Context: an optimization exercise on an open-source flow, tuned for small area, a short achievable clock period and few clock cycles. The choices shown serve that exercise and are no tape-out recipe. RTL that was checked went through simulation tests only; none was proved equivalent to the original. No functional check of the RTL was part of runs 1 to 3. Power and IR drop assume default switching activity.

### flow/config.mk
export PLATFORM = sky130hd
export DESIGN_NAME = mem_ctrl_top
export DESIGN_NICKNAME = mem_ctrl_top
export VERILOG_FILES = /design/flow/design.v
export SDC_FILE = /design/flow/constraint.sdc
export NUM_CORES = 4
export LEC_CHECK = 0
export CAP_MARGIN = 20
export CORE_MARGIN = 2
export CORE_UTILIZATION = 40
export SETUP_SLACK_MARGIN = 2.7
export SLEW_MARGIN = 20
### flow/flow/run.sh
#!/bin/bash
# Standard ORFS layout (the standard.sh) with smaller port buffers and
# larger clock-tree sink clusters without dummy loads.
export BUFFER_PORTS_ARGS="-buffer_cell sky130_fd_sc_hd__buf_2"
export CTS_ARGS="-sink_clustering_enable -repair_clock_nets -sink_clustering_size 25 -sink_clustering_max_diameter 80 -dont_use_dummy_load"
bash standard.sh > standard.log 2>&1
### flow/design.v
`timescale 1ns/1ns
package mem_ctrl_pkg;
    localparam int addr_width = 32;
    localparam int data_width = 32;
    localparam int sb_depth       = 8;
    localparam int sb_index_width = 3;
    typedef logic [addr_width-1:0] addr_t;
    typedef logic [data_width-1:0] word_t;
    typedef logic [7:0]            byte_t;
    typedef enum logic [1:0] {
        size_byte = 2'd0,
        size_half = 2'd1,
        size_word = 2'd2
    } access_size_t;
    typedef enum logic [2:0] {
        op_lb  = 3'd0,
        op_lh  = 3'd1,
        op_lw  = 3'd2,
        op_lbu = 3'd3,
        op_lhu = 3'd4
    } load_op_t;
    typedef struct packed {
        addr_t        addr;
        word_t        data;
        access_size_t size;
    } store_entry_t;
    typedef struct packed {
        logic         write;
        addr_t        addr;
        access_size_t size;
        word_t        data;
    } burst_req_t;
    typedef struct packed {
        logic  write;
        addr_t addr;
        byte_t wdata;
    } ram_bus_t;
endpackage
`timescale 1ns/1ns
module mem_ctrl_top (
    input  logic        clk,
    input  logic        rst,
    output logic        ram_write,
    output logic [31:0] ram_addr,
    output logic [7:0]  ram_wdata,
    input  logic [7:0]  ram_rdata,
    input  logic        fetch_req,
    input  logic [31:0] fetch_pc,
    output logic        fetch_valid,
    output logic [31:0] fetch_inst,
    input  logic        load_req,
    input  logic [2:0]  load_op,
    input  logic [31:0] load_addr,
    output logic        load_valid,
    output logic [31:0] load_value,
    input  logic        commit_valid,
    input  logic [31:0] commit_addr,
    input  logic [31:0] commit_data,
    input  logic [1:0]  commit_size,
    output logic        buffer_full,
    input  logic        rollback
);
    localparam int SB_N = 7;
    function automatic logic [1:0] size_last(input logic [1:0] sz);
        case (sz)
            2'd0:    size_last = 2'd0;
            2'd1:    size_last = 2'd1;
            default: size_last = 2'd3;
        endcase
    endfunction
    function automatic logic [1:0] op_last(input logic [2:0] op);
        case (op)
            3'd0, 3'd3: op_last = 2'd0;
            3'd1, 3'd4: op_last = 2'd1;
            default:    op_last = 2'd3;
        endcase
    endfunction
    logic [31:0]     sb_addr [0:SB_N-1];
    logic [31:0]     sb_data [0:SB_N-1];
    logic [1:0]      sb_last [0:SB_N-1];
    logic [SB_N-1:0] sb_head;
    logic [SB_N-1:0] sb_tail;
    logic [SB_N-1:0] sb_cnt;
    logic [31:0] fa;          
    logic        sv;          
    logic [4:0]  iss;         
    logic        got4;        
    logic [1:0]  pid;         
    logic        s_own;       
    logic        blk;         
    logic        adv_q;       
    logic        cmp_pend;    
    logic        cmp_live;    
    logic [1:0]  cmp_pid;
    logic        load_pend;
    logic [31:0] load_addr_q;
    logic [2:0]  load_op_q;
    logic        bus_rd;
    logic        busy;        
    logic        bus_ld;
    logic        bus_lv;      
    logic [1:0]  bus_lane;
    logic [1:0]  bus_rem;     
    logic [1:0]  bus_pid;
    logic [23:0] st_data;
    logic        ret_v;
    logic        ret_ld;
    logic        ret_lv;
    logic [1:0]  ret_lane;
    logic        ret_last;
    logic [1:0]  ret_pid;
    logic        ret_sgn;
    logic [31:0] res;
    assign fetch_inst  = res;
    assign load_value  = res;
    logic sb_empty, sb_full, sb_lt6;
    assign sb_empty    = !sb_cnt[0];
    assign sb_full     = sb_cnt[SB_N-1];
    assign sb_lt6      = !sb_cnt[5];
    assign buffer_full = sb_full;
    logic [31:0] hd_addr;
    logic [31:0] hd_data;
    logic [1:0]  hd_last;
    always_comb begin
        hd_addr = '0;
        hd_data = '0;
        hd_last = '0;
        for (int i = 0; i < SB_N; i++) begin
            hd_addr = hd_addr | ({32{sb_head[i]}} & sb_addr[i]);
            hd_data = hd_data | ({32{sb_head[i]}} & sb_data[i]);
            hd_last = hd_last | ({2{sb_head[i]}} & sb_last[i]);
        end
    end
    logic        st_cont, ld_cont, blk_e;
    logic        r0, r2, r3, r4, r5, s_go;
    logic        adv_wi, adv_wo;
    logic        hit0, lowmiss, restart, inval, s_rst;
    logic        cap_cmp, cap_cur3;
    logic [31:0] addr_inc;
    assign addr_inc = ram_addr + 32'd1;
    always_comb begin
        st_cont = busy && ram_write;
        ld_cont = busy && !ram_write;
        blk_e   = blk && !sb_empty;
        r2      = !busy && s_own && !blk_e && !iss[4] && sb_lt6;
        r3      = !busy && !r2 && !sb_empty;
        r5      = !busy && !r2 && sb_empty && !load_pend && !s_own && sv && !iss[4];
        s_go    = r2 || r5;
        adv_wi  = r2 && iss[3];
        adv_wo  = s_own && iss[4];
        hit0    = sv && !adv_q && (fetch_pc == fa);
        restart = fetch_req && !hit0;
        lowmiss = !sv || adv_q || (fetch_pc[3:0] != fa[3:0]);
        r0      = fetch_req && lowmiss && !busy && sb_empty;
        r4      = !busy && !r2 && sb_empty && load_pend && !r0;
        inval   = commit_valid && !fetch_req && (!s_own || rollback);
        s_rst   = restart || adv_wi || adv_wo || inval || r3 || r4;
        cap_cmp  = ret_v && !ret_ld && cmp_pend && (ret_pid == cmp_pid);
        cap_cur3 = ret_v && !ret_ld && !cap_cmp && (ret_pid == pid) && (ret_lane == 2'd3);
    end
    always_ff @(posedge clk) begin
        if (rst) begin
            sb_head <= SB_N'(1);
            sb_tail <= SB_N'(1);
            sb_cnt  <= '0;
        end else begin
            if (commit_valid) sb_tail <= {sb_tail[SB_N-2:0], sb_tail[SB_N-1]};
            if (r3)           sb_head <= {sb_head[SB_N-2:0], sb_head[SB_N-1]};
            if (commit_valid && !r3) sb_cnt <= {sb_cnt[SB_N-2:0], 1'b1};
            if (!commit_valid && r3) sb_cnt <= {1'b0, sb_cnt[SB_N-1:1]};
        end
    end
    always_ff @(posedge clk) begin
        for (int i = 0; i < SB_N; i++) begin
            if (sb_tail[i] && !sb_full) begin
                sb_addr[i] <= commit_addr;
                sb_data[i] <= commit_data;
                sb_last[i] <= size_last(commit_size);
            end
        end
    end
    always_ff @(posedge clk) begin
        if (fetch_req) begin
            fa <= fetch_pc;
        end else if (adv_q || adv_wo) begin
            fa <= addr_inc;
        end
        if (load_req) begin
            load_addr_q <= load_addr;
            load_op_q   <= load_op;
        end
    end
    always_ff @(posedge clk) begin
        if (rst) begin
            sv        <= 1'b0;
            iss       <= 5'd1;
            got4      <= 1'b0;
            pid       <= 2'd0;
            s_own     <= 1'b0;
            blk       <= 1'b0;
            adv_q     <= 1'b0;
            cmp_pend  <= 1'b0;
            cmp_live  <= 1'b0;
            cmp_pid   <= 2'd0;
            load_pend <= 1'b0;
        end else begin
            adv_q <= adv_wi;
            if (fetch_req) sv <= 1'b1;
            if (s_rst) begin
                iss  <= r0 ? 5'd2 : 5'd1;
                got4 <= 1'b0;
                pid  <= pid + 2'd1;
            end else begin
                if (s_go) iss <= {iss[3:0], 1'b0};
                got4 <= got4 || cap_cur3;
            end
            if (fetch_req) begin
                s_own <= 1'b1;
                blk   <= !sb_empty;
            end else begin
                if (adv_wi || adv_wo || rollback) s_own <= 1'b0;
                if (sb_empty)                     blk   <= 1'b0;
            end
            if (adv_wi || (adv_wo && !(got4 || cap_cur3))) begin
                cmp_pend <= 1'b1;
                cmp_live <= !rollback;
                cmp_pid  <= pid;
            end else if (cap_cmp && ret_lane == 2'd3) begin
                cmp_pend <= 1'b0;
                cmp_live <= 1'b0;
            end
            if (rollback) cmp_live <= 1'b0;
            if (load_req)            load_pend <= 1'b1;
            if (r4 || rollback)      load_pend <= 1'b0;
        end
    end
    always_ff @(posedge clk) begin
        if (rst) begin
            ram_write <= 1'b0;
            bus_rd    <= 1'b0;
            busy      <= 1'b0;
        end else begin
            ram_write <= st_cont || r3;
            bus_rd    <= ld_cont || r4 || s_go || r0;
            if (busy)    busy <= (bus_rem != 2'd1);
            else if (r3) busy <= (hd_last != 2'd0);
            else if (r4) busy <= (op_last(load_op_q) != 2'd0);
            else         busy <= 1'b0;
        end
    end
    always_ff @(posedge clk) begin
        if (r3) begin
            ram_wdata <= hd_data[7:0];
            st_data   <= hd_data[31:8];
        end else begin
            ram_wdata <= st_data[7:0];
            st_data   <= {8'd0, st_data[23:8]};
        end
    end
    always_ff @(posedge clk) begin
        bus_pid <= r0 ? pid + 2'd1 : pid;
        ram_addr <= addr_inc;
        if (r0) begin
            ram_addr  <= fetch_pc;
            bus_lane  <= 2'd0;
            bus_rem   <= 2'd0;
            bus_ld    <= 1'b0;
        end else if (busy) begin
            bus_lv    <= bus_lv && !rollback;
            bus_lane  <= bus_lane + 2'd1;
            bus_rem   <= bus_rem - 2'd1;
        end else if (r3) begin
            ram_addr  <= hd_addr;
            bus_rem   <= hd_last;
        end else if (r4) begin
            ram_addr  <= load_addr_q;
            bus_lane  <= 2'd0;
            bus_rem   <= op_last(load_op_q);
            bus_ld    <= 1'b1;
            bus_lv    <= !rollback;
        end else if (s_go) begin
            if (iss[0] && !adv_q) ram_addr <= fa;
            bus_lane  <= {iss[2] || iss[3], iss[1] || iss[3]};
            bus_rem   <= 2'd0;
            bus_ld    <= 1'b0;
        end
    end
    always_ff @(posedge clk) begin
        if (rst) begin
            ret_v <= 1'b0;
        end else begin
            ret_v <= bus_rd;
        end
        ret_ld   <= bus_ld;
        ret_lv   <= bus_lv && !rollback;
        ret_lane <= bus_lane;
        ret_last <= (bus_rem == 2'd0);
        ret_pid  <= bus_pid;
        ret_sgn  <= bus_ld && (load_op_q == 3'd0 || load_op_q == 3'd1);
    end
    logic fill;
    assign fill = ret_sgn && ram_rdata[7];
    always_ff @(posedge clk) begin
        if (ret_v) begin
            for (int j = 0; j < 4; j++) begin
                if (ret_lane == 2'(j)) begin
                    res[8*j +: 8] <= ram_rdata;
                end else if (ret_ld && ret_last && ret_lane < 2'(j)) begin
                    res[8*j +: 8] <= {8{fill}};
                end
            end
        end
    end
    always_ff @(posedge clk) begin
        if (rst) begin
            fetch_valid <= 1'b0;
            load_valid  <= 1'b0;
        end else begin
            fetch_valid <= !rollback && ((cap_cmp && cmp_live && ret_lane == 2'd3)
                                         || (adv_wo && (got4 || cap_cur3)));
            load_valid  <= !rollback && ret_v && ret_ld && ret_lv && ret_last;
        end
    end
endmodule
### flow/constraint.sdc
create_clock -name core_clock -period 5.0 [get_ports {clk}]
set_input_delay 1.0000 -clock core_clock [delete_from_list [all_inputs] [get_ports {clk}]]
set_output_delay 1.0000 -clock core_clock [all_outputs]
set_load 0.01 [all_outputs]
### flow/standard.sh
#!/bin/bash
# synth_recipe.tcl (not shown) runs the flow's synth.tcl, then flattens the netlist and writes it again
# the make line also repeats each setting of config.mk as NAME=value (left out here)
make -C /OpenROAD-flow-scripts/flow DESIGN_CONFIG=/design/flow/config.mk WORK_HOME=/design/flow/orfs CLKGATE_MAP_FILE= SYNTH_SCRIPT=/design/flow/synth_recipe.tcl "${@:-finish}"
==> summary.txt, run 1 <==
Setup path
  – Worst path arrival time: 2.89 ns
  – Worst path required time: 5.43 ns
  – Critical path peak fanout: 4
  – R2r endpoint: pid[0]$_SDFFE_PP0P_
  – Worst R2R Path Depth: 6
  – FF-to-FF Start: fa[27]$_DFFE_PP_
  – CP endpoint kind: flip-flop
  – Crit start category: input port
  – Kind of critical path: in -> reg
  – R2R Setup Slk: 2.59 ns

Placed design
  – Input/output buffers: 254
  – Hpwl dp: 42.83 mm
  – Placed cell area: 28030 um2
  – Routability congestion estimate: 0.8861

Yosys
  – Mux cell area share after synthesis: 0.01755
  – Top-area cell type share of the netlist area: 0.6486
  – Syn_nets: 1838
  – Yosys cell types: 77
  – Top cells by count, synth: 562 x edfxtp_1, 123 x dfxtp_1, 104 x nor2_1
  – Main combinational cell family by area after synthesis: compound AO/OA/AOI/OAI gates
  – Synth Cell Area: 26020 um2
  – Async SR Flop Fraction: 0
  – #FFs+latches synth: 685
  – Post-synth EDFFs: 562
  – Xor/xnor share of the synthesized area: 0.02154
  – Seq/Total Area, Yosys: 0.7433
  – Main area contributors after synthesis: edfxtp_1 65%, dfxtp_1 9.5%, a222oi_1 3.5%
  – Ys Warns: 4
  – Avg Synthesized Cell Area: 15.43 um2
  – Top_reg_cell synth: edfxtp_1
  – Synth area leader: edfxtp_1
  – Top-count cell post-synth: edfxtp_1
  – Syn Inst Count: 1686
  – Post-Synth Simple-Gate Area: 0.06021
  – Complex-gate fraction of the synthesized area: 0.1262
  – Adder-Cell Fraction of Synth Area: 0.002404

Pwr
  – Peak VDD IR: 0.0002287 V
  – Internal power: 8.814 mW
  – Leakage power total: 10.08 nW
  – Comb power frac: 0.169
  – Clock share of power: 0.249
  – Sw Ratio: 0.2759
  – Net Switching: 3.358 mW
  – Seq pwr share: 0.582
  – Power per cell area: 412.2 nW/um2

GRT
  – Total Routing Usage GR: 0.2047
  – Initial antenna violation count: 20
  – Global-route wire length before repair: 103.5 mm
  – Pin count of the biggest net entering global routing: 56
  – Vias in the first global route: 15.80k
  – Aggregate global routing overflow: 0

Timing
  – RSZ-0062 raised after global routing: yes
  – WHS: 0.3237 ns
  – Final slew viol count: 0
  – Period minus WS final: 2.457 ns
  – Fmax: 406.9 MHz
  – Skew final: 0.07812 ns
  – Endpoints failing setup: 0
  – Max-slew headroom: 0.2371
  – Fin crit share: 0.4915
  – Actual slew at the worst max-slew pin: 1.142 ns
  – Hold Vio Cnt, Final: 0
  – Setup TNS: 0 ns

CTS
  – CTS max path bufs: 3
  – Max H-tree Level: 2
  – CTS tree: yes
  – Clk Latency, worst-skew pair: 0.58 ns
  – Root buffer cell: clkbuf_16
  – Hold-fix buffers, CTS: 0
  – # clock sinks: 685
  – Reg clk slew, reported paths: 0.07 ns
  – Total CTS buffers: 37

Floorplan
  – Total core area: 64350 um2
  – Num ports: 255
  – Chip width: 259.0 um
  – Rows: 93
  – Initial core utilization: 0.4043
  – Die H: 259.0 um
  – Die area: 67100 um2

Worst hold path
  – WHS Path Cells: 0
  – Hold EP: ret_pid[0]$_DFF_P_
  – Hold_sp: bus_pid[0]$_DFF_P_
  – Hold Path Class: reg -> reg

Detailed routing
  – DR WL/cell: 25.71 um
  – Drt total wl: 70.97 mm
  – Vias per cell: 5.802
  – 1st-pass router iterations: 8
  – DRT iter0 DRCs: 1834
  – Antenna Nets Post-Route: 0
  – Remaining DRCs: 0
  – Via count: 16.01k

Layout
  – Fin util: 0.4589
  – Layout cell share with drive strength beyond 1: 0.2409
  – Filler cells: 5631
  – Total Nets Final: 2051
  – Design area: 29530 um2
  – P&R area growth vs syn: 13.49%

Run status
  – Status: no timing/DRC/antenna violations

Flow run
  – Max-cap violations: 0
final cells by class:
| type | instances | area (um2) | area share |
|---|---|---|---|
| tap | 855 | 1070 | 0.03623 |
| timing repair buffer | 309 | 1808 | 0.06123 |
| multi-input combinational | 850 | 6275 | 0.2125 |
| clock buffer | 37 | 925.9 | 0.03135 |
| inverter | 16 | 62.56 | 0.002119 |
| sequential | 685 | 19370 | 0.6559 |
| antenna | 8 | 20.02 | 0.0006779 |
worst max-delay path, cell delays in order:
cell	delay, ns
buf_8	0.10
xor2_2	0.14
nor4_2	0.40
nand4_1	0.26
or3_4	0.46
a21o_4	0.23
mux2_4	0.29
worst max path at each step:
stage / from / to / slack, ns
final: fetch_pc[27] / pid[0]$_SDFFE_PP0P_ / 2.54
after global routing: fetch_pc[27] / pid[0]$_SDFFE_PP0P_ / 2.65
after CTS: busy$_SDFF_PP0_ / ram_addr[31]$_DFF_P_ / 2.62
after detailed placement: fetch_pc[2] / ram_addr[31]$_DFF_P_ / 1.73
after global placement: fetch_pc[14] / pid[0]$_SDFFE_PP0P_ / 1.74
after floorplan: sb_cnt[6]$_SDFFE_PP0P_ / sb_addr[6][0]$_DFFE_PP_ / 2.36
registers in the layout, summed over array words and instances (netlist names), 8 cells and up:
name	cells
sb_data	224
fa	32
sb_last	14
st_data	24
ram_addr	32
ram_wdata	8
sb_addr	224
res	32
load_addr_q	32
per-layer routing:
layer	GRT usage	routed length (um)	up-vias
li1	-	-	7112
met3	0.04169	5203	108
met5	0	118	-
met1	0.2781	29780	8191
met2	0.3387	34170	584
met4	0.04785	1699	18
through the flow:
stage | instances | setup WS, ns | total power [mW]
2_1_floorplan | 1686 | 2.361 | 8.325
3_3_place_gp | 2690 | 1.738 | 9.106
3_5_place_dp | 2691 | 1.733 | 9.133
4_1_cts | 2749 | 2.616 | 12.20
5_1_grt | 2755 | 2.648 | 12.65
6_report | 2760 | 2.543 | 12.17
placed cells by master (no fill, tap or decap), types with 25 or more instances in the layout:
| cell | netlist | routed |
|---|---|---|
| a21oi_1 | 38 | 38 |
| a221oi_1 | 28 | 27 |
| a222oi_1 | 90 | 90 |
| a22oi_1 | 87 | 87 |
| a31oi_1 | 65 | 62 |
| buf_2 | 12 | 248 |
| buf_4 | 34 | 45 |
| clkbuf_16 | 0 | 37 |
| dfxtp_1 | 123 | 111 |
| edfxtp_1 | 562 | 562 |
| mux2_2 | 25 | 25 |
| nand2_1 | 73 | 70 |
| nand3_1 | 43 | 39 |
| nor2_1 | 104 | 103 |
| xor2_1 | 40 | 35 |
power by group through the flow:
| stage | logic [mW] | clock network [mW] | registers [mW] |
|---|---|---|---|
| global route | 2.22 | 3.29 | 7.13 |
| CTS | 2.03 | 3.10 | 7.07 |
| floorplan | 1.21 | 0 | 7.12 |
| global placement | 1.92 | 0 | 7.19 |
| finish | 2.06 | 3.03 | 7.08 |
| detailed placement | 1.94 | 0 | 7.19 |
cells by family after synthesis:
group	after synthesis
buffers and inverters	154
XOR/XNOR	64
multiplexers	42
AO/OA/AOI/OAI	416
flip-flops	685
AND/OR/NAND/NOR	320
adder cells (fa/ha/maj)	5
repair_timing:
| item | 4_1_cts | 5_1_grt |
|---|---|---|
| pin swaps | 15 | 8 |
| resized for setup | 51 | 25 |
| cloned | 3 | 0 |
| buffers inserted | 18 | 2 |
| setup endpoints to repair | 228 | 47 |
==> inputs of run 2 (changes only) <==
--- a/flow/design.v
+++ b/flow/design.v
@@ -133,5 +133,5 @@
     end
     logic        st_cont, ld_cont, blk_e;
-    logic        r0, r2, r3, r4, r5, s_go;
+    logic        r0, r2, r3, r4, r4q, r5, s_go;
     logic        adv_wi, adv_wo;
     logic        hit0, lowmiss, restart, inval, s_rst;
@@ -153,7 +153,8 @@
         lowmiss = !sv || adv_q || (fetch_pc[3:0] != fa[3:0]);
         r0      = fetch_req && lowmiss && !busy && sb_empty;
-        r4      = !busy && !r2 && sb_empty && load_pend && !r0;
+        r4q     = !busy && !r2 && sb_empty && load_pend;
+        r4      = r4q && !r0;
         inval   = commit_valid && !fetch_req && (!s_own || rollback);
-        s_rst   = restart || adv_wi || adv_wo || inval || r3 || r4;
+        s_rst   = restart || adv_wi || adv_wo || inval || r3 || r4q;
         cap_cmp  = ret_v && !ret_ld && cmp_pend && (ret_pid == cmp_pid);
         cap_cur3 = ret_v && !ret_ld && !cap_cmp && (ret_pid == pid) && (ret_lane == 2'd3);
--- a/flow/config.mk
+++ b/flow/config.mk
@@ -9,4 +9,4 @@
 export CORE_MARGIN = 2
 export CORE_UTILIZATION = 40
-export SETUP_SLACK_MARGIN = 2.7
+export SETUP_SLACK_MARGIN = 2.6
 export SLEW_MARGIN = 20
==> summary.txt, run 2 <==
Layout
  – Cell Count, Final, Fillers Out: 2771
  – Layout cell share with drive strength beyond 1: 0.2323
  – Reg area: 19370 um2
  – Biggest regs: sb_addr x224, sb_data x224
  – Most frequent cells in the layout: 562 x edfxtp_1, 254 x buf_2, 118 x nor2_1
  – P&R area growth vs syn: 12.80%
  – Design area: 29560 um2
  – Multi-input logic area: 6422 um2
  – Fin util: 0.4577
  – Filler cells: 5691
  – Total Nets Final: 2065
  – Leading cell type in the layout, fill and taps excluded: edfxtp_1

Placed design
  – Dpl cells: 2708
  – Placed cell area: 28220 um2
  – Hpwl dp: 41.94 mm
  – Routability congestion estimate: 0.8672
  – Input/output buffers: 254
  – Pre-CTS setup slack: 1.616 ns

Setup path
  – Critical path peak fanout: 6
  – Crit start category: flip-flop
  – Buf+Inv Stages, Crit Path: 1
  – Critical path's top delay family: compound AO/OA/AOI/OAI gates
  – Worst path arrival time: 2.81 ns
  – Kind of critical path: reg -> reg
  – Slowest stage delay, CP: 0.56 ns
  – Worst path required time: 5.49 ns
  – Slowest CP cell: or4b_4
  – CP endpoint kind: flip-flop
  – CP cell instances: or4b_4, a21o_1, a211oi_4, buf_4, o21ai_1, a21oi_1, a2bb2oi_1

Yosys
  – Mux cell area share after synthesis: 0.02053
  – Top-count cell post-synth: edfxtp_1
  – Xor/xnor share of the synthesized area: 0.02273
  – Async SR Flop Fraction: 0
  – Yosys cell types: 75
  – Ys Warns: 4
  – Seq/Total Area, Yosys: 0.7379
  – Main combinational cell family by area after synthesis: compound AO/OA/AOI/OAI gates
  – Synth Cell Area: 26210 um2
  – Top cells by count, synth: 562 x edfxtp_1, 123 x dfxtp_1, 119 x nor2_1
  – Syn Inst Count: 1706
  – Adder-Cell Fraction of Synth Area: 0.002387
  – Post-Synth Simple-Gate Area: 0.06407
  – Complex-gate fraction of the synthesized area: 0.1246
  – #FFs+latches synth: 685
  – Post-synth EDFFs: 562
  – Syn_nets: 1858
  – Avg Synthesized Cell Area: 15.36 um2
  – Top-area cell type share of the netlist area: 0.6440
  – Top_reg_cell synth: edfxtp_1
  – Synth area leader: edfxtp_1
  – Main area contributors after synthesis: edfxtp_1 64%, dfxtp_1 9.4%, a222oi_1 3.1%

Run status
  – Status: no timing/DRC/antenna violations

Timing
  – Hold Vio Cnt, Final: 0
  – Max-slew headroom: 0.2946
  – Actual slew at the worst max-slew pin: 1.056 ns
  – Endpoints failing setup: 0
  – Skew final: 0.08076 ns
  – Final slew viol count: 0
  – Period minus WS final: 2.318 ns
  – RSZ-0062 raised after global routing: no
  – Fmax: 431.5 MHz
  – WHS: 0.3313 ns
  – Fin crit share: 0.4635
  – Setup TNS: 0 ns
  – Worst setup margin: 2.682 ns

Pwr
  – Clock share of power: 0.245
  – Seq pwr share: 0.583
  – Sw Ratio: 0.2780
  – Leakage power total: 10.09 nW
  – Comb power frac: 0.171
  – Power Total: 12.19 mW
  – Net Switching: 3.390 mW
  – Peak VDD IR: 0.0001915 V
  – Power per cell area: 412.5 nW/um2
  – Internal power: 8.804 mW

CTS
  – Hold-fix buffers, CTS: 0
  – Root buffer cell: clkbuf_16
  – CTS tree: yes
  – Total CTS buffers: 36
  – CTS max path bufs: 3
  – Reg clk slew, reported paths: 0.09 ns
  – # clock sinks: 685
  – Clk Latency, worst-skew pair: 0.60 ns
  – Max H-tree Level: 2

Floorplan
  – Chip width: 260.0 um
  – Rows: 93
  – Num ports: 255
  – Total core area: 64580 um2
  – Die H: 260.0 um
  – Initial core utilization: 0.4058
  – Die area: 67580 um2

Detailed routing
  – DR WL/cell: 25.35 um
  – Vias per cell: 5.815
  – Drt total wl: 70.23 mm
  – Via count: 16.11k
  – 1st-pass router iterations: 9
  – Remaining DRCs: 0
  – DRT iter0 DRCs: 1920
  – Antenna Nets Post-Route: 0

GRT
  – Pin count of the biggest net entering global routing: 56
  – Aggregate global routing overflow: 0
  – Total Routing Usage GR: 0.2019
  – Global-route wire length before repair: 102.6 mm
  – Initial antenna violation count: 16
  – Vias in the first global route: 15.92k

Flow run
  – Max-cap violations: 0

Worst hold path
  – Hold Path Class: reg -> reg
-- run 2: final timing paths --
path,from,end,slack (ns),cells after the start
setup / recovery,iss[4]$_SDFFE_PP0P_,ram_addr[11]$_DFF_P_,2.68,7
hold / removal,bus_pid[0]$_DFF_P_,ret_pid[0]$_DFF_P_,0.33,0
setup reg to reg,iss[4]$_SDFFE_PP0P_,ram_addr[11]$_DFF_P_,2.68,7
hold reg to reg,bus_pid[0]$_DFF_P_,ret_pid[0]$_DFF_P_,0.33,0
-- run 2: logic make-up after synthesis --
kind of cell               after synthesis
DFF                                    685
muxes                                   50
buffers and inverters                  149
xor gates and xnor gates                68
and+or+nand+nor                        334
adders and majority gates                5
AOI/OAI and AO/OA                      415
-- run 2: metal layers --
metal	routed length [um]	up-vias	track usage	part of all wire
li1	-	7161	-	-
met1	29460	8142	0.2754	0.42
met2	33380	687	0.3293	0.48
met3	5721	108	0.04211	0.081
met4	1578	16	0.05220	0.022
met5	87	-	0	0.0012
-- run 2: power groups by stage --
stage,logic [mW],registers [mW],clock network [mW]
2_1_floorplan,1.24,7.12,0
3_3_place_gp,1.93,7.22,0
3_5_place_dp,1.97,7.23,0
4_1_cts,2.01,7.10,3.07
5_1_grt,2.27,7.16,3.23
6_report,2.09,7.11,2.99
-- run 2: final cells by class --
type,instances,share of cell area
flip-flops and latches,685,0.6553
multi-input cells,874,0.2173
repair buffers,303,0.05850
well taps,855,0.03619
clock buffers,36,0.03048
inverters,13,0.001820
diodes,5,0.0004233
-- run 2: timing repair --
item / CTS / global route
gates resized for setup: 28 / 25
pin swaps: 4 / 11
cloned: 0 / 2
setup endpoints to repair: 98 / 67
buffers inserted: 5 / 15
-- run 2: worst reg2reg max path: stages, from the launching register on --
cell       delay, ns
dfxtp_2         0.38
or4b_4          0.56
a21o_1          0.31
a211oi_4        0.39
buf_4           0.23
o21ai_1         0.07
a21oi_1         0.13
a2bb2oi_1       0.19
==> inputs of run 3 (changes only) <==
--- a/flow/config.mk
+++ b/flow/config.mk
@@ -9,4 +9,4 @@
 export CORE_MARGIN = 2
 export CORE_UTILIZATION = 40
-export SETUP_SLACK_MARGIN = 2.6
+export SETUP_SLACK_MARGIN = 2.7
 export SLEW_MARGIN = 20
==> summary.txt, run 3 <==
Detailed routing
  – 1st-pass router iterations: 9
  – DRT iter0 DRCs: 1945
  – Drt total wl: 69.90 mm
  – Via count: 16.07k
  – Antenna Nets Post-Route: 0
  – Remaining DRCs: 0
  – DR WL/cell: 25.16 um
  – Vias per cell: 5.783

Timing
  – Hold Vio Cnt, Final: 0
  – Fmax: 441.1 MHz
  – Skew final: 0.07004 ns
  – Fin crit share: 0.4534
  – Actual slew at the worst max-slew pin: 0.9744 ns
  – Setup TNS: 0 ns
  – Endpoints failing setup: 0
  – Period minus WS final: 2.267 ns
  – Max-slew headroom: 0.3490
  – Final slew viol count: 0
  – RSZ-0062 raised after global routing: yes

Yosys
  – Avg Synthesized Cell Area: 15.36 um2
  – Ys Warns: 4
  – Async SR Flop Fraction: 0
  – Seq/Total Area, Yosys: 0.7379
  – Top-area cell type share of the netlist area: 0.6440
  – Yosys cell types: 75
  – Synth Cell Area: 26210 um2
  – Synth area leader: edfxtp_1
  – Top-count cell post-synth: edfxtp_1
  – Top_reg_cell synth: edfxtp_1
  – #FFs+latches synth: 685
  – Syn_nets: 1858
  – Post-synth EDFFs: 562
  – Main area contributors after synthesis: edfxtp_1 64%, dfxtp_1 9.4%, a222oi_1 3.1%
  – Syn Inst Count: 1706
  – Top cells by count, synth: 562 x edfxtp_1, 123 x dfxtp_1, 119 x nor2_1

Pwr
  – Clock share of power: 0.244
  – Comb power frac: 0.177
  – Seq pwr share: 0.579
  – Net Switching: 3.394 mW
  – Internal power: 8.833 mW
  – Peak VDD IR: 0.0002632 V
  – Leakage power total: 10.17 nW
  – Power per cell area: 411.3 nW/um2
  – Sw Ratio: 0.2776

Setup path
  – Worst path required time: 4.00 ns
  – Crit start category: flip-flop
  – Critical path's top delay family: flip-flops
  – Kind of critical path: reg -> out
  – CP cell instances: buf_2
  – Buf+Inv Stages, Crit Path: 1
  – CP endpoint kind: output pin
  – Slowest CP cell: dfxtp_1
  – Critical path peak fanout: 6
  – Worst path arrival time: 1.27 ns
  – Slowest stage delay, CP: 0.51 ns

Layout
  – Cell Count, Final, Fillers Out: 2778
  – P&R area growth vs syn: 13.43%
  – Leading cell type in the layout, fill and taps excluded: edfxtp_1
  – Total Nets Final: 2075
  – Biggest regs: sb_addr x224, sb_data x224
  – Fin util: 0.4603
  – Most frequent cells in the layout: 562 x edfxtp_1, 253 x buf_2, 118 x nor2_1
  – Layout cell share with drive strength beyond 1: 0.2462

Floorplan
  – Num ports: 255
  – Chip width: 260.0 um
  – Initial core utilization: 0.4058
  – Rows: 93
  – Total core area: 64580 um2
  – Die area: 67580 um2
  – Die H: 260.0 um

CTS
  – Clk Latency, worst-skew pair: 0.59 ns
  – Root buffer cell: clkbuf_16
  – Reg clk slew, reported paths: 0.09 ns
  – Hold-fix buffers, CTS: 0
  – CTS tree: yes
  – Max H-tree Level: 2
  – CTS max path bufs: 3
  – Total CTS buffers: 36
  – # clock sinks: 685

Worst hold path
  – Hold Path Class: reg -> reg

GRT
  – Initial antenna violation count: 17
  – Aggregate global routing overflow: 0
  – Pin count of the biggest net entering global routing: 56
  – Global-route wire length before repair: 102.1 mm
  – Total Routing Usage GR: 0.2009
  – Vias in the first global route: 15.78k

Placed design
  – Input/output buffers: 254
  – Dpl cells: 2713
  – Hpwl dp: 42.66 mm
  – Routability congestion estimate: 0.8953

Flow run
  – Max-cap violations: 0

Run status
  – Status: no timing/DRC/antenna violations
-- run 3: cell families after synthesis --
kind of cell    synth area share
compound gates            0.1246
xor+xnor                 0.02273
fa+ha+maj               0.002387
buf+inv                  0.02779
flops                     0.7379
mux                      0.02053
simple gates             0.06407
-- run 3: final cells by class --
| type | count | area [um2] |
|---|---|---|
| diodes | 2 | 5.005 |
| clock buffers | 36 | 900.9 |
| fillers | 5675 | 34860 |
| inverters | 13 | 57.56 |
| multi-input cells | 873 | 6490 |
| flip-flops and latches | 685 | 19370 |
| well taps | 855 | 1070 |
| repair buffers | 314 | 1828 |
-- run 3: stage by stage --
step	total power [mW]	instance area [um2]	hold WS, ns	setup WS (ns)
2_1_floorplan	8.375	26320	0.3096	2.361
4_1_cts	12.23	29540	0.3337	2.679
3_3_place_gp	9.171	28270	0.3204	1.657
5_1_grt	12.72	29720	0.3425	2.677
6_report	12.23	29720	0.3325	2.733
3_5_place_dp	9.198	28290	0.3121	1.569
-- run 3: per-layer routing --
metal  vias up  wire length [um]  track usage
met5         -               130            0
met4        22              1437      0.04135
met3       114              5894      0.04990
met2       650             33550       0.3349
met1      8106             28890       0.2667
li1       7174                 -            -
-- run 3: what timing repair did --
item,4_1_cts,5_1_grt
gates resized for setup,40,27
endpoints found under the setup margin,167,91
gates cloned,1,1
buffers inserted,18,7
pin swaps,8,8
-- run 3: power by group through the flow --
stage | combinational [mW] | sequential, mW | clock [mW]
6_report | 2.17 | 7.08 | 2.98
2_1_floorplan | 1.26 | 7.12 | 0
4_1_cts | 2.12 | 7.06 | 3.05
3_5_place_dp | 2.02 | 7.18 | 0
5_1_grt | 2.36 | 7.13 | 3.23
3_3_place_gp | 2.00 | 7.17 | 0
-- run 3: path summary, 6_finish.rpt --
kind,start,endpoint,slack (ns),depth (start not counted)
hold / removal,bus_pid[0]$_DFF_P_,ret_pid[0]$_DFF_P_,0.33,0
setup reg to reg,sb_cnt[6]$_SDFFE_PP0P_,sb_addr[4][23]$_DFFE_PP_,2.78,3
setup / recovery,ram_addr[10]$_DFF_P_,ram_addr[10],2.73,1
hold reg to reg,bus_pid[0]$_DFF_P_,ret_pid[0]$_DFF_P_,0.33,0
==> inputs of run 4 (changes only) <==
--- a/flow/design.v
+++ b/flow/design.v
@@ -133,7 +133,7 @@
     end
     logic        st_cont, ld_cont, blk_e;
-    logic        r0, r2, r3, r4, r4q, r5, s_go;
+    logic        r2, r3, r4, r5, s_go;
     logic        adv_wi, adv_wo;
-    logic        hit0, lowmiss, restart, inval, s_rst;
+    logic        hit0, restart, inval, s_rst;
     logic        cap_cmp, cap_cur3;
     logic [31:0] addr_inc;
@@ -151,10 +151,7 @@
         hit0    = sv && !adv_q && (fetch_pc == fa);
         restart = fetch_req && !hit0;
-        lowmiss = !sv || adv_q || (fetch_pc[3:0] != fa[3:0]);
-        r0      = fetch_req && lowmiss && !busy && sb_empty;
-        r4q     = !busy && !r2 && sb_empty && load_pend;
-        r4      = r4q && !r0;
+        r4      = !busy && !r2 && sb_empty && load_pend;
         inval   = commit_valid && !fetch_req && (!s_own || rollback);
-        s_rst   = restart || adv_wi || adv_wo || inval || r3 || r4q;
+        s_rst   = restart || adv_wi || adv_wo || inval || r3 || r4;
         cap_cmp  = ret_v && !ret_ld && cmp_pend && (ret_pid == cmp_pid);
         cap_cur3 = ret_v && !ret_ld && !cap_cmp && (ret_pid == pid) && (ret_lane == 2'd3);
@@ -209,5 +206,5 @@
             if (fetch_req) sv <= 1'b1;
             if (s_rst) begin
-                iss  <= r0 ? 5'd2 : 5'd1;
+                iss  <= 5'd1;
                 got4 <= 1'b0;
                 pid  <= pid + 2'd1;
@@ -243,5 +240,5 @@
         end else begin
             ram_write <= st_cont || r3;
-            bus_rd    <= ld_cont || r4 || s_go || r0;
+            bus_rd    <= ld_cont || r4 || s_go;
             if (busy)    busy <= (bus_rem != 2'd1);
             else if (r3) busy <= (hd_last != 2'd0);
@@ -260,12 +257,7 @@
     end
     always_ff @(posedge clk) begin
-        bus_pid <= r0 ? pid + 2'd1 : pid;
+        bus_pid <= pid;
         ram_addr <= addr_inc;
-        if (r0) begin
-            ram_addr  <= fetch_pc;
-            bus_lane  <= 2'd0;
-            bus_rem   <= 2'd0;
-            bus_ld    <= 1'b0;
-        end else if (busy) begin
+        if (busy) begin
             bus_lv    <= bus_lv && !rollback;
             bus_lane  <= bus_lane + 2'd1;
==> flow/flow/run.sh (replaced) <==
#!/bin/bash
# Standard ORFS layout (the standard.sh) with smaller port buffers and
# larger clock-tree sink clusters without dummy loads.
export BUFFER_PORTS_ARGS="-buffer_cell sky130_fd_sc_hd__buf_1"
export CTS_ARGS="-sink_clustering_enable -repair_clock_nets -sink_clustering_size 25 -sink_clustering_max_diameter 80 -dont_use_dummy_load"
bash standard.sh > standard.log 2>&1
--- a/flow/config.mk
+++ b/flow/config.mk
@@ -9,4 +9,4 @@
 export CORE_MARGIN = 2
 export CORE_UTILIZATION = 40
-export SETUP_SLACK_MARGIN = 2.7
+export SETUP_SLACK_MARGIN = 2.5
 export SLEW_MARGIN = 20
==> summary.txt, run 4 <==
CTS
  – Clk Latency, worst-skew pair: 0.59 ns
  – CTS tree: yes
  – Reg clk slew, reported paths: 0.10 ns
  – # clock sinks: 685
  – Root buffer cell: clkbuf_16
  – Max H-tree Level: 2
  – Total CTS buffers: 37
  – CTS max path bufs: 3
  – Post-CTS Setup Inserts: 0

Pwr
  – Leakage power total: 9.163 nW
  – Sw Ratio: 0.2644
  – Peak VDD IR: 0.0002032 V
  – Internal power: 8.673 mW
  – Power Total: 11.79 mW
  – Seq pwr share: 0.601
  – Clock share of power: 0.255
  – Power per cell area: 415.0 nW/um2
  – Comb power frac: 0.144
  – Net Switching: 3.118 mW

GRT
  – Vias in the first global route: 14.61k
  – Pin count of the biggest net entering global routing: 58
  – Global-route wire length before repair: 95.97 mm
  – Initial antenna violation count: 11
  – Aggregate global routing overflow: 0
  – Total Routing Usage GR: 0.1917

Floorplan
  – Initial core utilization: 0.4057
  – Die H: 257.4 um
  – Chip width: 257.4 um
  – Num ports: 255
  – Rows: 92
  – Total core area: 63310 um2
  – Die area: 66250 um2

Yosys
  – Top-count cell post-synth: edfxtp_1
  – Top_reg_cell synth: edfxtp_1
  – Synth area leader: edfxtp_1
  – #FFs+latches synth: 685
  – Yosys cell types: 65
  – Top cells by count, synth: 567 x edfxtp_1, 118 x dfxtp_1, 85 x a22oi_1
  – Avg Synthesized Cell Area: 16.19 um2
  – Syn Inst Count: 1586
  – Main area contributors after synthesis: edfxtp_1 66%, dfxtp_1 9.2%, a222oi_1 2.6%
  – Synth Cell Area: 25680 um2
  – Syn_nets: 1738
  – Post-synth EDFFs: 567
  – Async SR Flop Fraction: 0
  – Ys Warns: 4
  – Seq/Total Area, Yosys: 0.7549
  – Top-area cell type share of the netlist area: 0.6630

Timing
  – Skew final: 0.08756 ns
  – Endpoints failing setup: 0
  – Hold Vio Cnt, Final: 0
  – Final slew viol count: 0
  – Max-slew headroom: 0.2782
  – Worst setup margin: 2.548 ns
  – Period minus WS final: 2.452 ns
  – Setup TNS: 0 ns
  – Actual slew at the worst max-slew pin: 1.083 ns
  – Fin crit share: 0.4903
  – RSZ-0062 raised after global routing: yes
  – WHS: 0.3356 ns
  – Fmax: 407.9 MHz

Flow run
  – Max-cap violations: 0

Setup path
  – R2R Setup Slk: 2.57 ns
  – Kind of critical path: in -> reg
  – Critical path's top delay family: simple AND/OR/NAND/NOR gates
  – Slowest CP cell: nor4_1
  – Worst R2R Path Depth: 5
  – Worst path required time: 5.44 ns
  – Slowest stage delay, CP: 0.60 ns
  – FF-to-FF Start: sb_head[5]$_SDFFE_PP0P_
  – Crit start category: input port
  – CP endpoint kind: flip-flop
  – CP cell instances: buf_1, xor2_1, nor4_1, nand3_1, o31ai_1, a21boi_1, mux2_1
  – Worst path arrival time: 2.89 ns
  – Critical path peak fanout: 3
  – R2r endpoint: ram_addr[14]$_DFF_P_
  – Buf+Inv Stages, Crit Path: 1

Worst hold path
  – Hold Path Class: reg -> reg
  – Hold EP: ret_pid[0]$_DFF_P_
  – WHS Path Cells: 0
  – Hold_sp: bus_pid[0]$_DFF_P_

Detailed routing
  – 1st-pass router iterations: 7
  – DRT iter0 DRCs: 1718
  – DR WL/cell: 24.82 um
  – Remaining DRCs: 0
  – Vias per cell: 5.712
  – Drt total wl: 65.36 mm
  – Via count: 15.04k
  – Antenna Nets Post-Route: 0

Layout
  – Layout cell share with drive strength beyond 1: 0.08085
  – Total Nets Final: 1935
  – Leading cell type in the layout, fill and taps excluded: edfxtp_1
  – Most frequent cells in the layout: 567 x edfxtp_1, 251 x buf_1, 109 x dfxtp_1
  – P&R area growth vs syn: 10.63%
  – Biggest regs: sb_addr x224, sb_data x224
  – Fin util: 0.4488
  – Cell Count, Final, Fillers Out: 2633
  – Design area: 28410 um2

Placed design
  – Routability congestion estimate: 0.8659
  – Placed cell area: 27430 um2
  – Pre-CTS setup slack: 2.020 ns
  – Hpwl dp: 40.50 mm
  – Input/output buffers: 254
  – Dpl cells: 2590

Run status
  – Status: no timing/DRC/antenna violations
## run 4: logic make-up after synthesis
kind of cell / synth area share
compound gates: 0.1226
xor+xnor: 0.02285
fa+ha+maj: 0.002436
buf+inv: 0.02655
flops: 0.7549
mux: 0.02626
simple gates: 0.04438
## run 4: worst reg2reg max path, stage by stage, from the launching register on
cell	delay (ns)
dfxtp_2	0.87
buf_6	0.50
a222oi_1	0.21
a31oi_1	0.47
a221o_1	0.20
a21o_1	0.08
## run 4: cell type report
class	count	area (um2)
Fill cell	5585	34900
Sequential cell	685	19410
Multi-Input combinational cell	760	5690
Timing Repair Buffer	284	1254
Tap cell	846	1059
Clock buffer	37	925.9
Inverter	15	61.31
Antenna cell	6	15.01
## run 4: repair_timing
| action | in CTS | in global routing |
|---|---|---|
| pin swaps | 0 | 0 |
| resized for setup | 7 | 9 |
| endpoints found under the setup margin | 36 | 34 |
| endpoints found under the hold margin | 0 | 0 |
| hold buffers | 0 | 0 |
## run 4: routing by layer
metal	share of wire	vias to the layer above	wire length (um)	track usage
li1	-	6702	-	-
met1	0.43	7674	28070	0.2661
met2	0.47	563	30930	0.3059
met3	0.074	88	4845	0.03920
met4	0.022	12	1436	0.05539
met5	0.0012	-	80	0
## run 4: power by group through the flow
stage	logic [mW]	registers (mW)	clock network (mW)
6_report	1.70	7.09	3.00
2_1_floorplan	1.06	7.12	0
5_1_grt	1.85	7.14	3.27
3_3_place_gp	1.68	7.20	0
4_1_cts	1.70	7.09	3.08
3_5_place_dp	1.69	7.21	0
## run 4: how the worst max path moves through the flow
stage                                          to  slack, ns  cells after the start               startpoint
final                         pid[1]$_SDFFE_PP0P_       2.55                      7              fetch_pc[7]
after CTS                    ram_addr[25]$_DFF_P_       2.50                      7       s_own$_SDFFE_PP0P_
after floorplan           sb_addr[6][0]$_DFFE_PP_       2.36                      1   sb_cnt[6]$_SDFFE_PP0P_
after detailed placement     ram_addr[31]$_DFF_P_       2.02                      7          busy$_SDFF_PP0_
after global routing         ram_addr[17]$_DFF_P_       2.47                      5  sb_head[5]$_SDFFE_PP0P_
after global placement        pid[1]$_SDFFE_PP0P_       2.07                      7             fetch_pc[21]
Testbench counts of run 4, summed over its fixed seeds: cycles 65,693.
==> inputs of run 5 (changes only) <==
==> flow/flow/run.sh (replaced) <==
#!/bin/bash
# Standard ORFS layout (the standard.sh) with smaller port buffers and
# larger clock-tree sink clusters without dummy loads.
export BUFFER_PORTS_ARGS="-buffer_cell sky130_fd_sc_hd__buf_2"
export CTS_ARGS="-sink_clustering_enable -repair_clock_nets -sink_clustering_size 25 -sink_clustering_max_diameter 80 -dont_use_dummy_load"
bash standard.sh > standard.log 2>&1
--- a/flow/config.mk
+++ b/flow/config.mk
@@ -6,4 +6,5 @@
 export NUM_CORES = 4
 export LEC_CHECK = 0
+export ABC_AREA = 1
 export CAP_MARGIN = 20
 export CORE_MARGIN = 2
==> summary.txt, run 5 <==
Yosys
  – Synth area leader: edfxtp_1
  – Avg Synthesized Cell Area: 11.78 um2
  – Top-area cell type share of the netlist area: 0.6301
  – Synth Cell Area: 27020 um2
  – Syn_nets: 2446
  – Ys Warns: 4
  – Syn Inst Count: 2294
  – Seq/Total Area, Yosys: 0.7175
  – Top cells by count, synth: 682 x nand2_1, 567 x edfxtp_1, 151 x nor2_1
  – Yosys cell types: 45
  – Async SR Flop Fraction: 0
  – Main area contributors after synthesis: edfxtp_1 63%, nand2_1 9.5%, dfxtp_1 8.7%
  – Post-synth EDFFs: 567
  – Top-count cell post-synth: nand2_1
  – Top_reg_cell synth: edfxtp_1
  – #FFs+latches synth: 685

Detailed routing
  – Drt total wl: 70.69 mm
  – Via count: 17.71k
  – DR WL/cell: 21.01 um
  – DRT iter0 DRCs: 1919
  – Remaining DRCs: 0
  – 1st-pass router iterations: 5
  – Vias per cell: 5.264
  – Antenna Nets Post-Route: 0

GRT
  – Global-route wire length before repair: 105.0 mm
  – Initial antenna violation count: 17
  – Global route hottest layer: met2
  – Met1 usage: 0.2701
  – Total Routing Usage GR: 0.1972
  – Pin count of the biggest net entering global routing: 48
  – Vias in the first global route: 16.95k
  – Met2 usage: 0.3274
  – Met3 usage: 0.03262
  – Aggregate global routing overflow: 0

Setup path
  – Critical path peak fanout: 38
  – CP endpoint kind: flip-flop
  – Kind of critical path: reg -> reg
  – R2R Setup Slk: 2.67 ns
  – Crit start category: flip-flop
  – Worst path arrival time: 2.76 ns
  – Worst path required time: 5.43 ns

Timing
  – Actual slew at the worst max-slew pin: 1.030 ns
  – Final slew viol count: 0
  – Fin crit share: 0.4669
  – Max-slew headroom: 0.3118
  – Endpoints failing setup: 0
  – Hold Vio Cnt, Final: 0
  – Fmax: 428.4 MHz
  – Setup TNS: 0 ns
  – Period minus WS final: 2.334 ns
  – RSZ-0062 raised after global routing: yes
  – Skew final: 0.1024 ns

CTS
  – Max H-tree Level: 2
  – Total CTS buffers: 38
  – CTS max path bufs: 3
  – # clock sinks: 685
  – Clk Latency, worst-skew pair: 0.61 ns
  – Hold-fix buffers, CTS: 0
  – Post-CTS Setup Inserts: 0
  – Root buffer cell: clkbuf_16
  – Reg clk slew, reported paths: 0.09 ns
  – CTS tree: yes

Pwr
  – Power per cell area: 460.0 nW/um2
  – Seq pwr share: 0.545
  – Power Total: 13.82 mW
  – Internal power: 9.395 mW
  – Sw Ratio: 0.3201
  – Clock share of power: 0.221
  – Net Switching: 4.423 mW
  – Peak VDD IR: 0.0004248 V
  – Comb power frac: 0.234
  – Leakage power total: 11.20 nW

Floorplan
  – Num ports: 255
  – Total core area: 67040 um2
  – Die area: 69650 um2
  – Die H: 263.9 um
  – Chip width: 263.9 um
  – Rows: 95
  – Initial core utilization: 0.4031

Flow run
  – Max-cap violations: 0

Worst hold path
  – Hold Path Class: reg -> reg

Placed design
  – Routability congestion estimate: 0.9146
  – Input/output buffers: 254
  – Hpwl dp: 45.43 mm
  – Dpl cells: 3321

Layout
  – Cell Count, Final, Fillers Out: 3364
  – P&R area growth vs syn: 11.18%
  – Total Nets Final: 2641
  – Biggest regs: sb_addr x224, sb_data x224
  – Leading cell type in the layout, fill and taps excluded: nand2_1
  – Layout cell share with drive strength beyond 1: 0.1508
  – Most frequent cells in the layout: 682 x nand2_1, 567 x edfxtp_1, 254 x buf_2
  – Filler cells: 6148

Run status
  – Status: no timing/DRC/antenna violations
==> run 5: cell count changes after synthesis, sizes merged, moves of 30 or more <==
cell	before	now
nand3	18	77
a21oi	28	82
a221o	30	0
a31oi	61	18
nand4	11	47
a221oi	27	58
nand2	54	685
mux2	35	0
a21o	36	3
a222oi	66	0
o21ai	17	89
nor2	77	158
a22oi	86	0
inv	15	129
==> run 5: layout make-up <==
type                       count  area [um2]  area share
timing repair buffer         287        1526     0.05081
tap                          873        1092     0.03636
inverter                     129       486.7     0.01620
multi-input combinational   1348        6569      0.2187
sequential                   685       19410      0.6460
antenna                        4       10.01   0.0003332
clock buffer                  38       950.9     0.03165
==> run 5: path summary, 6_finish.rpt <==
check | from | end | cells past startpoint
worst max-delay path | sb_cnt[0]$_SDFFE_PP0P_ | ram_addr[23]$_DFF_P_ | 10
worst min-delay path | bus_pid[0]$_DFF_P_ | ret_pid[0]$_DFF_P_ | 0
worst max register to register | sb_cnt[0]$_SDFFE_PP0P_ | ram_addr[23]$_DFF_P_ | 10
worst min register to register | bus_pid[0]$_DFF_P_ | ret_pid[0]$_DFF_P_ | 0
==> run 5: kinds of logic (layout without fill, tap and decap cells) <==
family	after synthesis	count (layout)	share of synthesized area
AO/OA/AOI/OAI	313	313	0.07506
XOR/XNOR	32	32	0.01037
adder cells (fa/ha/maj)	5	5	0.002315
buffers and inverters	262	454	0.04260
flip-flops	685	685	0.7175
other	0	4	0
AND/OR/NAND/NOR	997	998	0.1521
==> run 5: timing repair <==
item | in CTS | in global routing
resized for setup | 4 | 6
endpoints found under the setup margin | 19 | 28
cloned | 0 | 1
pin swaps | 0 | 1
==> run 5: metal layers <==
metal / vias to the layer above / routed length (um)
li1: 8347 / -
met2: 596 / 33910
met3: 119 / 4842
met1: 8625 / 30150
met4: 20 / 1652
met5: - / 138
==> run 5: power by group through the flow <==
stage                     Combinational, mW  Sequential, mW  Clock, mW
after floorplan                        2.01            7.51          0
after global placement                 3.16            7.64          0
after detailed placement               3.19            7.65          0
after CTS                              3.21            7.53       3.14
after global routing                   3.57            7.60       3.34
final                                  3.23            7.54       3.05
==> run 5: critical path, cell delays in order (launching register included) <==
cell and delay, ns:
dfxtp_1 0.46, nand2_1 0.09, nand3_1 0.12, nor2_4 0.06, nor2_2 0.26, nand3_4 0.45
buf_4 0.42, nor2_1 0.14, nor2_1 0.05, nand2_1 0.07, nand2_1 0.05
==> run 5: per-stage QoR <==
| step | cell area, um2 | hold slack (ns) | worst slack [ns] | util |
|---|---|---|---|---|
| 3_5_place_dp | 29030 | 0.3214 | 2.188 | 0.4330 |
| 4_1_cts | 29990 | 0.3354 | 2.479 | 0.4474 |
| 5_1_grt | 30040 | 0.3518 | 2.504 | 0.4480 |
| 3_3_place_gp | 29030 | 0.3144 | 2.233 | 0.4330 |
| 6_report | 30040 | 0.3333 | 2.666 | 0.4481 |
| 2_1_floorplan | 27040 | 0.3096 | 2.238 | - |
==> inputs of run 6 (changes only) <==
--- a/flow/config.mk
+++ b/flow/config.mk
@@ -6,8 +6,7 @@
 export NUM_CORES = 4
 export LEC_CHECK = 0
-export ABC_AREA = 1
 export CAP_MARGIN = 20
 export CORE_MARGIN = 2
 export CORE_UTILIZATION = 40
-export SETUP_SLACK_MARGIN = 2.5
+export SETUP_SLACK_MARGIN = 2.9
 export SLEW_MARGIN = 20
==> summary.txt, run 6 <==
Floorplan
  – Num ports: 255
  – Total core area: 63310 um2
  – Chip width: 257.4 um
  – Rows: 92
  – Die H: 257.4 um
  – Initial core utilization: 0.4057
  – Die area: 66250 um2

Pwr
  – Peak VDD IR: 0.0003428 V
  – Power per cell area: 413.8 nW/um2
  – Leakage power total: 10.33 nW

Layout
  – Total Nets Final: 1991
  – Multi-input logic area: 6011 um2
  – Biggest regs: sb_addr x224, sb_data x224
  – P&R area growth vs syn: 16.39%
  – Layout cell share with drive strength beyond 1: 0.2912
  – Leading cell type in the layout, fill and taps excluded: edfxtp_1
  – Reg area: 19530 um2
  – Most frequent cells in the layout: 567 x edfxtp_1, 231 x buf_2, 85 x a22oi_1
  – Fin util: 0.4722
  – Filler cells: 5420

Setup path
  – Kind of critical path: in -> reg
  – Critical path peak fanout: 3
  – Crit start category: input port
  – CP endpoint kind: flip-flop
  – Worst path arrival time: 2.68 ns
  – Worst R2R Path Depth: 6
  – Worst path required time: 5.46 ns

Placed design
  – Hpwl dp: 40.44 mm
  – Routability congestion estimate: 0.8365
  – Input/output buffers: 254
  – Pre-CTS setup slack: 1.939 ns

Timing
  – Hold Vio Cnt, Final: 0
  – Final slew viol count: 0
  – Period minus WS final: 2.224 ns
  – Actual slew at the worst max-slew pin: 1.009 ns
  – Fmax: 449.7 MHz
  – Endpoints failing setup: 0
  – Max-slew headroom: 0.3273
  – RSZ-0062 raised after global routing: yes
  – Setup TNS: 0 ns
  – Worst setup margin: 2.776 ns
  – WHS: 0.3350 ns
  – Skew final: 0.09657 ns
  – Fin crit share: 0.4447

GRT
  – Initial antenna violation count: 22
  – Pin count of the biggest net entering global routing: 59
  – Aggregate global routing overflow: 0
  – Total Routing Usage GR: 0.1979
  – Global-route wire length before repair: 99.22 mm
  – Vias in the first global route: 14.99k

Yosys
  – Yosys cell types: 65
  – Async SR Flop Fraction: 0
  – Top-count cell post-synth: edfxtp_1
  – Syn Inst Count: 1586
  – Top-area cell type share of the netlist area: 0.6630
  – Top cells by count, synth: 567 x edfxtp_1, 118 x dfxtp_1, 85 x a22oi_1
  – Synth area leader: edfxtp_1
  – Seq/Total Area, Yosys: 0.7549
  – Synth Cell Area: 25680 um2
  – #FFs+latches synth: 685
  – Main area contributors after synthesis: edfxtp_1 66%, dfxtp_1 9.2%, a222oi_1 2.6%
  – Avg Synthesized Cell Area: 16.19 um2
  – Ys Warns: 4
  – Syn_nets: 1738
  – Top_reg_cell synth: edfxtp_1
  – Post-synth EDFFs: 567

CTS
  – Clk Latency, worst-skew pair: 0.61 ns
  – Max H-tree Level: 2
  – CTS tree: yes
  – Root buffer cell: clkbuf_16
  – Hold-fix buffers, CTS: 0
  – Total CTS buffers: 37
  – Reg clk slew, reported paths: 0.09 ns
  – # clock sinks: 685
  – CTS max path bufs: 3

Detailed routing
  – DR WL/cell: 25.48 um
  – 1st-pass router iterations: 8
  – Drt total wl: 68.59 mm
  – Antenna Nets Post-Route: 0
  – Remaining DRCs: 0
  – DRT iter0 DRCs: 1558
  – Vias per cell: 5.723
  – Via count: 15.41k

Flow run
  – Max-cap violations: 0

Run status
  – Status: no timing/DRC/antenna violations

Worst hold path
  – WHS Path Cells: 0
  – Hold Path Class: reg -> reg
-- run 6: changes by cell type after synthesis, moves of 62 or more --
cell	change
nand2_1	-628
inv_1	-105
a22oi_1	+85
nor2_1	-77
a222oi_1	+66
o21ai_0	-62
-- run 6: final cells by class --
| class | instances | area share |
|---|---|---|
| flip-flops and latches | 685 | 0.6533 |
| multi-input cells | 761 | 0.2011 |
| repair buffers | 337 | 0.07555 |
| well taps | 846 | 0.03541 |
| clock buffers | 37 | 0.03097 |
| inverters | 15 | 0.002470 |
| diodes | 9 | 0.0007534 |
| repair inverters | 2 | 0.0004604 |
-- run 6: metrics by stage --
step / instance area, um2 / total power [mW] / std cells
3_5_place_dp: 27720 / 8.934 / 2590
5_1_grt: 29890 / 12.83 / 2691
4_1_cts: 29370 / 12.23 / 2659
3_3_place_gp: 27690 / 8.910 / 2589
2_1_floorplan: 25760 / 8.193 / 1586
6_report: 29890 / 12.37 / 2692
-- run 6: report_power, final --
group	switching (mW)	internal, mW
sequential	0.361	6.73
combinational	1.21	1.05
clock	1.70	1.32
total	3.27	9.10
-- run 6: worst paths after layout --
check                      startpoint                  end  slack, ns
hold / removal     bus_pid[0]$_DFF_P_   ret_pid[0]$_DFF_P_       0.34
hold reg to reg    bus_pid[0]$_DFF_P_   ret_pid[0]$_DFF_P_       0.34
setup / recovery         fetch_pc[15]  pid[1]$_SDFFE_PP0P_       2.78
setup reg to reg  ram_addr[0]$_DFF_P_     fa[30]$_DFFE_PP_       2.83
-- run 6: kinds of logic after synthesis --
family | count (synthesis) | synth area share
flip-flops | 685 | 0.7549
multiplexers | 63 | 0.02626
XOR/XNOR | 67 | 0.02285
AO/OA/AOI/OAI | 400 | 0.1226
adder cells (fa/ha/maj) | 5 | 0.002436
AND/OR/NAND/NOR | 225 | 0.04438
buffers and inverters | 141 | 0.02655
-- run 6: timing repair --
action,in CTS,in global routing
cloned,4,4
buffers inserted,28,20
pin swaps,13,18
gates resized for setup,126,69
setup endpoints to repair,388,153
-- run 6: metal layers --
metal  up-vias  wire (um)  track usage
met3       109       4697      0.03664
li1       6822          -            -
met4        16       1788      0.05250
met5         -        113            0
met2       560      32620       0.3215
met1      7898      29370       0.2744
-- run 6: critical path, cell delays in order --
cell and delay, ns:
buf_6 0.10, xor2_1 0.16, nor4_2 0.39, nand4_1 0.24, o31ai_4 0.38, a21boi_2 0.12
mux2_4 0.30
==> inputs of run 7 (changes only) <==
--- a/flow/config.mk
+++ b/flow/config.mk
@@ -9,4 +9,4 @@
 export CORE_MARGIN = 2
 export CORE_UTILIZATION = 40
-export SETUP_SLACK_MARGIN = 2.9
+export SETUP_SLACK_MARGIN = 3.1
 export SLEW_MARGIN = 20
==> summary.txt, run 7 <==
Layout
  – Most frequent cells in the layout: 567 x edfxtp_1, 205 x buf_2, 105 x buf_4
  – Filler cells: 5160
  – Layout cell share with drive strength beyond 1: 0.3603
  – Total Nets Final: 2080
  – Leading cell type in the layout, fill and taps excluded: edfxtp_1
  – P&R area growth vs syn: 23.80%
  – Biggest regs: sb_addr x224, sb_data x224
  – Cell Count, Final, Fillers Out: 2782

Timing
  – Worst setup margin: 2.820 ns
  – Hold Vio Cnt, Final: 0
  – Max-slew headroom: 0.3256
  – Fmax: 458.7 MHz
  – Skew final: 0.08171 ns
  – Setup TNS: 0 ns
  – Actual slew at the worst max-slew pin: 1.012 ns
  – Period minus WS final: 2.180 ns
  – Endpoints failing setup: 0
  – RSZ-0062 raised after global routing: yes
  – Fin crit share: 0.4360
  – Final slew viol count: 0

Yosys
  – Yosys cell types: 65
  – #FFs+latches synth: 685
  – Syn Inst Count: 1586
  – Async SR Flop Fraction: 0
  – Seq/Total Area, Yosys: 0.7549
  – Synth Cell Area: 25680 um2
  – Ys Warns: 4
  – Post-synth EDFFs: 567
  – Avg Synthesized Cell Area: 16.19 um2
  – Top-count cell post-synth: edfxtp_1
  – Syn_nets: 1738
  – Synth area leader: edfxtp_1
  – Main area contributors after synthesis: edfxtp_1 66%, dfxtp_1 9.2%, a222oi_1 2.6%
  – Top_reg_cell synth: edfxtp_1
  – Top-area cell type share of the netlist area: 0.6630
  – Top cells by count, synth: 567 x edfxtp_1, 118 x dfxtp_1, 85 x a22oi_1

Floorplan
  – Chip width: 257.4 um
  – Die H: 257.4 um
  – Rows: 92
  – Num ports: 255
  – Total core area: 63310 um2
  – Initial core utilization: 0.4057
  – Die area: 66250 um2

Detailed routing
  – Via count: 16.08k
  – Remaining DRCs: 0
  – DRT iter0 DRCs: 2031
  – Antenna Nets Post-Route: 0
  – DR WL/cell: 26.29 um
  – Vias per cell: 5.779
  – Drt total wl: 73.13 mm
  – 1st-pass router iterations: 6

GRT
  – Total Routing Usage GR: 0.2106
  – Global-route wire length before repair: 104.0 mm
  – Vias in the first global route: 15.50k
  – Pin count of the biggest net entering global routing: 57
  – Initial antenna violation count: 21
  – Aggregate global routing overflow: 0

Setup path
  – Critical path's top delay family: buffers and inverters
  – Critical path peak fanout: 5
  – Crit start category: flip-flop
  – Slowest stage delay, CP: 0.43 ns
  – CP endpoint kind: flip-flop
  – Worst path arrival time: 2.66 ns
  – CP dominant cell by count: buf_6
  – Kind of critical path: reg -> reg
  – Worst path required time: 5.48 ns
  – Buf+Inv Stages, Crit Path: 5
  – Slowest CP cell: or3b_4
  – CP cell instances: or3b_4, o21ai_4, buf_4, buf_6, buf_6, nand4_1, buf_6, inv_2, a21boi_2, mux2_4

CTS
  – Clk Latency, worst-skew pair: 0.58 ns
  – # clock sinks: 685
  – CTS tree: yes
  – CTS max path bufs: 3
  – Root buffer cell: clkbuf_16
  – Total CTS buffers: 35
  – Reg clk slew, reported paths: 0.10 ns
  – Max H-tree Level: 2
  – Hold-fix buffers, CTS: 0

Pwr
  – Power per cell area: 405.4 nW/um2
  – Internal power: 9.392 mW
  – Leakage power total: 11.13 nW
  – Comb power frac: 0.220
  – Clock share of power: 0.229
  – Peak VDD IR: 0.0002332 V
  – Net Switching: 3.497 mW
  – Seq pwr share: 0.551
  – Sw Ratio: 0.2713
  – Power Total: 12.89 mW

Placed design
  – Dpl cells: 2591
  – Hpwl dp: 40.56 mm
  – Routability congestion estimate: 0.8499
  – Input/output buffers: 254
  – Pre-CTS setup slack: 2.078 ns

Flow run
  – Max-cap violations: 0

Run status
  – Status: no timing/DRC/antenna violations

Worst hold path
  – Hold Path Class: reg -> reg
[run 7: cell counts after synthesis]
Identical to the previous run, type by type.
[run 7: power by group through the flow]
stage	Sequential, mW	Combinational (mW)	Clock, mW
3_5_place_dp	7.22	1.79	0
3_3_place_gp	7.22	1.78	0
2_1_floorplan	7.15	1.10	0
4_1_cts	7.08	2.56	3.00
6_report	7.10	2.84	2.95
5_1_grt	7.14	3.01	3.18
[run 7: worst register-to-register path: cells and delay by family (launching register included)]
kind | cells | cell delay (ns)
buffers and inverters | 5 | 0.55
and+or+nand+nor | 2 | 0.52
DFF | 1 | 0.39
muxes | 1 | 0.31
AOI/OAI and AO/OA | 2 | 0.30
[run 7: final cells by class]
type                    count  area [um2]  share of cell area
inverters                  15       90.09            0.002833
flip-flops and latches    685       19550              0.6150
diodes                     10       25.02           0.0007871
repair buffers            425        3446              0.1084
clock buffers              35       875.8             0.02755
well taps                 846        1059             0.03329
repair inverters            5       51.30            0.001613
multi-input cells         761        6695              0.2106
[run 7: metal layers]
| layer | vias up | global-route usage | wire [um] |
|---|---|---|---|
| met5 | - | 0 | 105 |
| met4 | 16 | 0.06134 | 2028 |
| met3 | 125 | 0.04334 | 6116 |
| met2 | 724 | 0.3365 | 35020 |
| met1 | 8187 | 0.2918 | 29860 |
| li1 | 7024 | - | - |
[run 7: worst paths after layout]
check / startpoint / endpoint / slack [ns] / depth (start not counted)
setup reg to reg: s_own$_SDFFE_PP0P_ / pid[1]$_SDFFE_PP0P_ / 2.82 / 10
hold / removal: bus_pid[0]$_DFF_P_ / ret_pid[0]$_DFF_P_ / 0.34 / 0
setup / recovery: s_own$_SDFFE_PP0P_ / pid[1]$_SDFFE_PP0P_ / 2.82 / 10
hold reg to reg: bus_pid[0]$_DFF_P_ / ret_pid[0]$_DFF_P_ / 0.34 / 0
[run 7: cell families (layout without fill, tap and decap cells)]
logic type / after synthesis / count (layout) / share of synthesized area
other: 0 / 10 / 0
and+or+nand+nor: 225 / 225 / 0.04438
xor gates and xnor gates: 67 / 67 / 0.02285
adders and majority gates: 5 / 5 / 0.002436
buffers and inverters: 141 / 480 / 0.02655
muxes: 63 / 63 / 0.02626
DFF: 685 / 685 / 0.7549
AOI/OAI and AO/OA: 400 / 401 / 0.1226
[run 7: metrics by stage]
stage,utilization,hold WS (ns),instance area [um2]
global route,0.5021,0.3439,31790
floorplan,-,0.3096,25950
CTS,0.4858,0.3396,30760
global placement,0.4392,0.3125,27810
detailed placement,0.4396,0.3121,27830
finish,0.5022,0.3365,31790
[run 7: repair_timing]
action / CTS / global route
pin swaps: 43 / 42
buffers inserted: 86 / 45
resized for setup: 255 / 134
cloned: 14 / 1
setup endpoints to repair: 463 / 235

[re-timing with driven ports]
How much do the figures lean on ideal ports? The routed layouts below were timed once more, with nothing changed but the port constraints.
Step 1 (the two cells are an assumption about what drives the block):
set clk [get_ports {clk}]
set_driving_cell -lib_cell sky130_fd_sc_hd__clkbuf_16 $clk
set_driving_cell -lib_cell sky130_fd_sc_hd__buf_2 [delete_from_list [all_inputs] $clk]
Step 2 also shifts input and output timing later by t, the mid clock arrival at the registers, as if the neighbouring blocks saw the same clock.
a / b / c = no drivers / after step 1 / after step 2; a / b = the first two.
run	t (ns)	slack for setup (ns)	hold WS [ns]	clock arrival spread, ns	cell pins on the clock port's net
run 1	0.606	2.543 / 2.530 / 1.924	0.324 / 0.324 / 0.324	0.088 / 0.088	1
run 2	0.631	2.682 / 2.628 / 2.095	0.331 / 0.331 / 0.331	0.087 / 0.087	1
run 3	0.613	2.733 / 2.672 / 2.168	0.332 / 0.332 / 0.332	0.072 / 0.072	1
run 4	0.609	2.548 / 2.562 / 1.954	0.336 / 0.336 / 0.336	0.093 / 0.093	1
run 5	0.622	2.666 / 2.619 / 2.366	0.333 / 0.333 / 0.333	0.103 / 0.104	1
run 6	0.624	2.776 / 2.771 / 2.163	0.335 / 0.335 / 0.335	0.096 / 0.096	1
run 7	0.617	2.820 / 2.791 / 2.310	0.336 / 0.336 / 0.336	0.107 / 0.107	1
After both steps every run listed still meets setup and hold. The setup slack of run 1, which loses most, moves by -0.013 ns with the drivers and by -0.619 ns with both steps.
